From an optimization exercise on the open Yosys and OpenROAD flow, aimed at small area; shortcuts taken in it are not production practice. In this exercise RTL edits were held to simulation tests only and were not proved equivalent to the original. Power and IR drop assume default switching activity. The flow treats the clock pin as an ideal source, which a real chip does not have.

Design execCore, start of the top module:
module execCore
(
	input logic clk,
	input logic rst,
	input logic instValid,
	input logic [32-1:0] inst,
	input logic commitCredit,
	output logic instCredit,
	output logic commitValid,
	output corePkg::regIdxT commitDst,
	output corePkg::wordT commitData
);
	logic [4:0] t;
	logic clr;
	logic busy;
	logic done;
	logic [4:0] frame;
	logic [2:0] credits;
	logic headValid;
	logic [25:0] head;
	logic [2:0] op;
	logic pop;
	logic [4:0] rd;
	logic [4:0] rs1;
	logic [4:0] rs2;
	logic [31:0] immx;
	logic isOp;
	logic isMul;
	logic isSub;
	logic useB;
	logic isImm;
	logic rs1bit;
	logic rs2bit;
	logic we;
	logic newBit;
	logic aPrev;
	logic c1;
	logic c2;
	logic bHi;
	logic bLo;
	logic nbHi;
	logic nbLo;
	logic [33:0] acc;
	logic t0;
	logic t31;
	logic lastFrame;
	logic capture;
	logic capHi;
	logic capLo;
	logic x1;
	logic y1;
	logic ci1;
	logic s1;
	logic y2;
	logic ci2;
	issueQueue issueQueue_inst
	(
		.clk(clk),
		.rst(rst),
		.instValid(instValid),
		.inst(inst),
		.pop(pop),
		.headValid(headValid),
		.head(head)
	);
	registerFile registerFile_inst
	(
		.clk(clk),
		.clr(clr),
		.rs1(rs1),
		.rs2(rs2),
		.we(we),
		.rd(rd),
		.wbit(newBit),
		.rs1bit(rs1bit),
		.rs2bit(rs2bit)
	);
	assign isImm = head[25];
	assign rd = head[24:20];
	assign rs1 = head[19:15];
	assign rs2 = head[14:10];
	assign immx = {{12{head[19]}}, head[19:0]};
	assign op = isImm ? 3'd0 : head[2:0];
	assign isOp = isImm || (op != 3'd0);
	assign isMul = op == 3'd4;
	assign isSub = op == 3'd3;
	assign useB = op[0];
	assign t0 = t == 5'd0;
	assign t31 = t == 5'd31;
	assign lastFrame = !isMul || frame == 5'd16;
	assign capture = t[4:1] == ~frame[3:0];
	assign capHi = capture && t[0];
	assign capLo = capture && !t[0];
	assign x1 = isMul ? (acc[0] && (t[4:1] != 4'd0) && (frame != 5'd1)) :
		(isImm ? immx[t] : rs1bit);
	assign y1 = isMul ? (bLo && rs1bit) : (useB && (rs2bit ^ isSub));
	assign ci1 = t0 ? isSub : c1;
	assign s1 = x1 ^ y1 ^ ci1;
	assign y2 = isMul && bHi && aPrev && !t0;
	assign ci2 = !t0 && c2;
	assign newBit = s1 ^ y2 ^ ci2;
	assign we = busy && lastFrame;
	assign commitValid = done && t0 && (credits != 3'd0);
	assign commitDst = rd;
	assign commitData = acc[33:2];
	assign pop = commitValid || (headValid && !isOp && !busy && !done);
	assign instCredit = pop;
  ...
Size in the first run: about 1600 cells after synthesis, about 75 I/O pins, roughly 0.028 mm² of cells after synthesis.
clock: 12.0 ns
lec_check: 0
cap_margin: 20
core_margin: 2
core_utilization: 60
slew_margin: 20
standard.sh (not shown) runs the stock make flow with config.mk's settings and CLKGATE_MAP_FILE= SYNTH_SCRIPT=/design/flow/synth_recipe.tcl, a recipe that flattens the netlist after the stock synthesis.
==> flow/flow/run.sh <==
#!/bin/bash
# The standard layout (standard.sh), with two changes: ports get the smallest buffer
# (buf_1), and clock tree synthesis uses clkbuf_16 leaf clusters without dummy loads.
set -euo pipefail
CTS="-sink_clustering_enable -repair_clock_nets -dont_use_dummy_load"
CTS="$CTS -buf_list sky130_fd_sc_hd__clkbuf_16 -sink_clustering_size 30 -sink_clustering_max_diameter 60"
bash standard.sh \
	"BUFFER_PORTS_ARGS=-buffer_cell sky130_fd_sc_hd__buf_1" \
	"CTS_ARGS=$CTS" \
	finish > standard_make.log 2>&1
Next try:
==> flow/run.sh (new file) <==
#!/bin/bash
# synth_recipe.tcl (not shown) runs the flow's synth.tcl, then flattens the netlist and writes it again
# the make line also repeats each setting of config.mk as NAME=value (left out here)
make -C /OpenROAD-flow-scripts/flow DESIGN_CONFIG=/design/flow/config.mk WORK_HOME=/design/flow/orfs CLKGATE_MAP_FILE= SYNTH_SCRIPT=/design/flow/synth_recipe.tcl finish
--- a/flow/config.mk
+++ b/flow/config.mk
@@ -9,3 +9,6 @@
 export CORE_MARGIN = 2
 export CORE_UTILIZATION = 60
+export CTS_BUF_LIST = sky130_fd_sc_hd__clkbuf_8
+export CTS_CLUSTER_DIAMETER = 50
+export CTS_CLUSTER_SIZE = 20
 export SLEW_MARGIN = 20
removed: flow/flow/run.sh
removed: flow/standard.sh
After rerunning:
- setup slack loses 500 ps
- register-to-register slack hardly moves
- power went up by about 1.6%
- global-route usage rises by 0.45 points
- first-iteration DRC count rises by 16%
- cell count goes up by 2.4%
- via count came out higher by 2.0%
- wire length went up by about 2%
- critical path depth is unchanged
- final area went up by about 2%
Next try:
==> flow/flow/run.sh (new file) <==
#!/bin/bash
# The standard layout (standard.sh), with two changes: ports get the smallest buffer
# (buf_1), and clock tree synthesis uses clkbuf_16 leaf clusters without dummy loads.
set -euo pipefail
CTS="-sink_clustering_enable -repair_clock_nets -dont_use_dummy_load"
CTS="$CTS -buf_list sky130_fd_sc_hd__clkbuf_16 -sink_clustering_size 36 -sink_clustering_max_diameter 100"
bash standard.sh \
	"BUFFER_PORTS_ARGS=-buffer_cell sky130_fd_sc_hd__buf_1" \
	"CTS_ARGS=$CTS" \
	finish > standard_make.log 2>&1
==> flow/standard.sh (new file) <==
#!/bin/bash
# synth_recipe.tcl (not shown) runs the flow's synth.tcl, then flattens the netlist and writes it again
# the make line also repeats each setting of config.mk as NAME=value (left out here)
make -C /OpenROAD-flow-scripts/flow DESIGN_CONFIG=/design/flow/config.mk WORK_HOME=/design/flow/orfs CLKGATE_MAP_FILE= SYNTH_SCRIPT=/design/flow/synth_recipe.tcl "${@:-finish}"
--- a/flow/config.mk
+++ b/flow/config.mk
@@ -9,6 +9,3 @@
 export CORE_MARGIN = 2
 export CORE_UTILIZATION = 60
-export CTS_BUF_LIST = sky130_fd_sc_hd__clkbuf_8
-export CTS_CLUSTER_DIAMETER = 50
-export CTS_CLUSTER_SIZE = 20
 export SLEW_MARGIN = 20
removed: flow/run.sh
Effect:
- The changed run produced a clean layout
- via count falls by about 2.8%
- clock-buffer cell count went down by 39
- setup slack improves by 500 ps
- routed wire length falls by 2.2%
- design area falls by about 3%
- area after synthesis does not change
- power goes down by about 4.7%
- utilization is lower by 2.0 points
Next try:
==> flow/run.sh (new file) <==
#!/bin/bash
# synth_recipe.tcl (not shown) runs the flow's synth.tcl, then flattens the netlist and writes it again
# the make line also repeats each setting of config.mk as NAME=value (left out here)
make -C /OpenROAD-flow-scripts/flow DESIGN_CONFIG=/design/flow/config.mk WORK_HOME=/design/flow/orfs CLKGATE_MAP_FILE= SYNTH_SCRIPT=/design/flow/synth_recipe.tcl finish
--- a/flow/config.mk
+++ b/flow/config.mk
@@ -9,3 +9,6 @@
 export CORE_MARGIN = 2
 export CORE_UTILIZATION = 60
+export CTS_BUF_LIST = sky130_fd_sc_hd__clkbuf_16
+export CTS_CLUSTER_DIAMETER = 60
+export CTS_CLUSTER_SIZE = 30
 export SLEW_MARGIN = 20
removed: flow/flow/run.sh
removed: flow/standard.sh
The new run produced a clean layout.
Hold slack gains 46 ps.
Routed wire length went up by 0.49%.
Cell area is higher by 3.6%.
Synthesized area does not change.
Clock power goes up by 23%.
Final cell count grows by 1.5%.
Global-route usage came out higher by 0.21 points.
Core utilization grows by 2.3 points.
Power rose by 6.8%.
Setup slack degrades by 440 ps.
Next try:
==> flow/flow/run.sh (new file) <==
#!/bin/bash
# The standard layout (standard.sh), with two changes: ports get the smallest buffer
# (buf_1), and clock tree synthesis uses clkbuf_16 leaf clusters without dummy loads.
set -euo pipefail
CTS="-sink_clustering_enable -repair_clock_nets -dont_use_dummy_load"
CTS="$CTS -buf_list sky130_fd_sc_hd__clkbuf_16 -sink_clustering_size 36 -sink_clustering_max_diameter 80"
bash standard.sh \
	"BUFFER_PORTS_ARGS=-buffer_cell sky130_fd_sc_hd__buf_1" \
	"CTS_ARGS=$CTS" \
	finish > standard_make.log 2>&1
==> flow/standard.sh (new file) <==
#!/bin/bash
# synth_recipe.tcl (not shown) runs the flow's synth.tcl, then flattens the netlist and writes it again
# the make line also repeats each setting of config.mk as NAME=value (left out here)
make -C /OpenROAD-flow-scripts/flow DESIGN_CONFIG=/design/flow/config.mk WORK_HOME=/design/flow/orfs CLKGATE_MAP_FILE= SYNTH_SCRIPT=/design/flow/synth_recipe.tcl "${@:-finish}"
--- a/flow/config.mk
+++ b/flow/config.mk
@@ -9,6 +9,3 @@
 export CORE_MARGIN = 2
 export CORE_UTILIZATION = 60
-export CTS_BUF_LIST = sky130_fd_sc_hd__clkbuf_16
-export CTS_CLUSTER_DIAMETER = 60
-export CTS_CLUSTER_SIZE = 30
 export SLEW_MARGIN = 20
removed: flow/run.sh
The new run completed with no timing, DRC or antenna violations. Hold slack got worse by 70 ps. Routed wire length hardly moves. Sequential power barely changes. Synthesized area stays the same. Final area came out lower by 3.3%. Worst setup slack improved by 460 ps. Non-clock buffer count stays the same. Core utilization came out lower by 2.2 points. Synthesized cell count stays the same. Combinational power came out lower by about 9%. Via count came out lower by 1.1%.

afterwards: timing with drivers on the ports:
In the flow no input, the clock included, has a driving cell. The finished layouts below were timed again as built, in two steps. Step 1 sets driving cells, clkbuf_16 on the clock port and buf_2 on the other inputs (assumed; they add their load-dependent delay and slew). Step 2 times the ports against the registers' clock, not the clock port: input delays grow and output delays shrink by t, the midpoint of the rising clock arrivals with the driver on. Three values: ideal, step 1, step 2; two values: the first two.
run	t (ns)	slack for setup (ns)	worst setup path after step 2	cell pins on the clock port's net
the first run	0.621	6.492 / 6.434 / 7.056	register to output	1
the second run	0.710	5.993 / 5.940 / 6.650	register to output	1
the third run	0.624	6.494 / 6.436 / 7.060	register to output	1
the fourth run	0.664	6.052 / 5.995 / 6.659	register to output	1
the fifth run	0.623	6.512 / 6.454 / 7.077	register to output	1
After both steps every run listed still meets setup and hold.
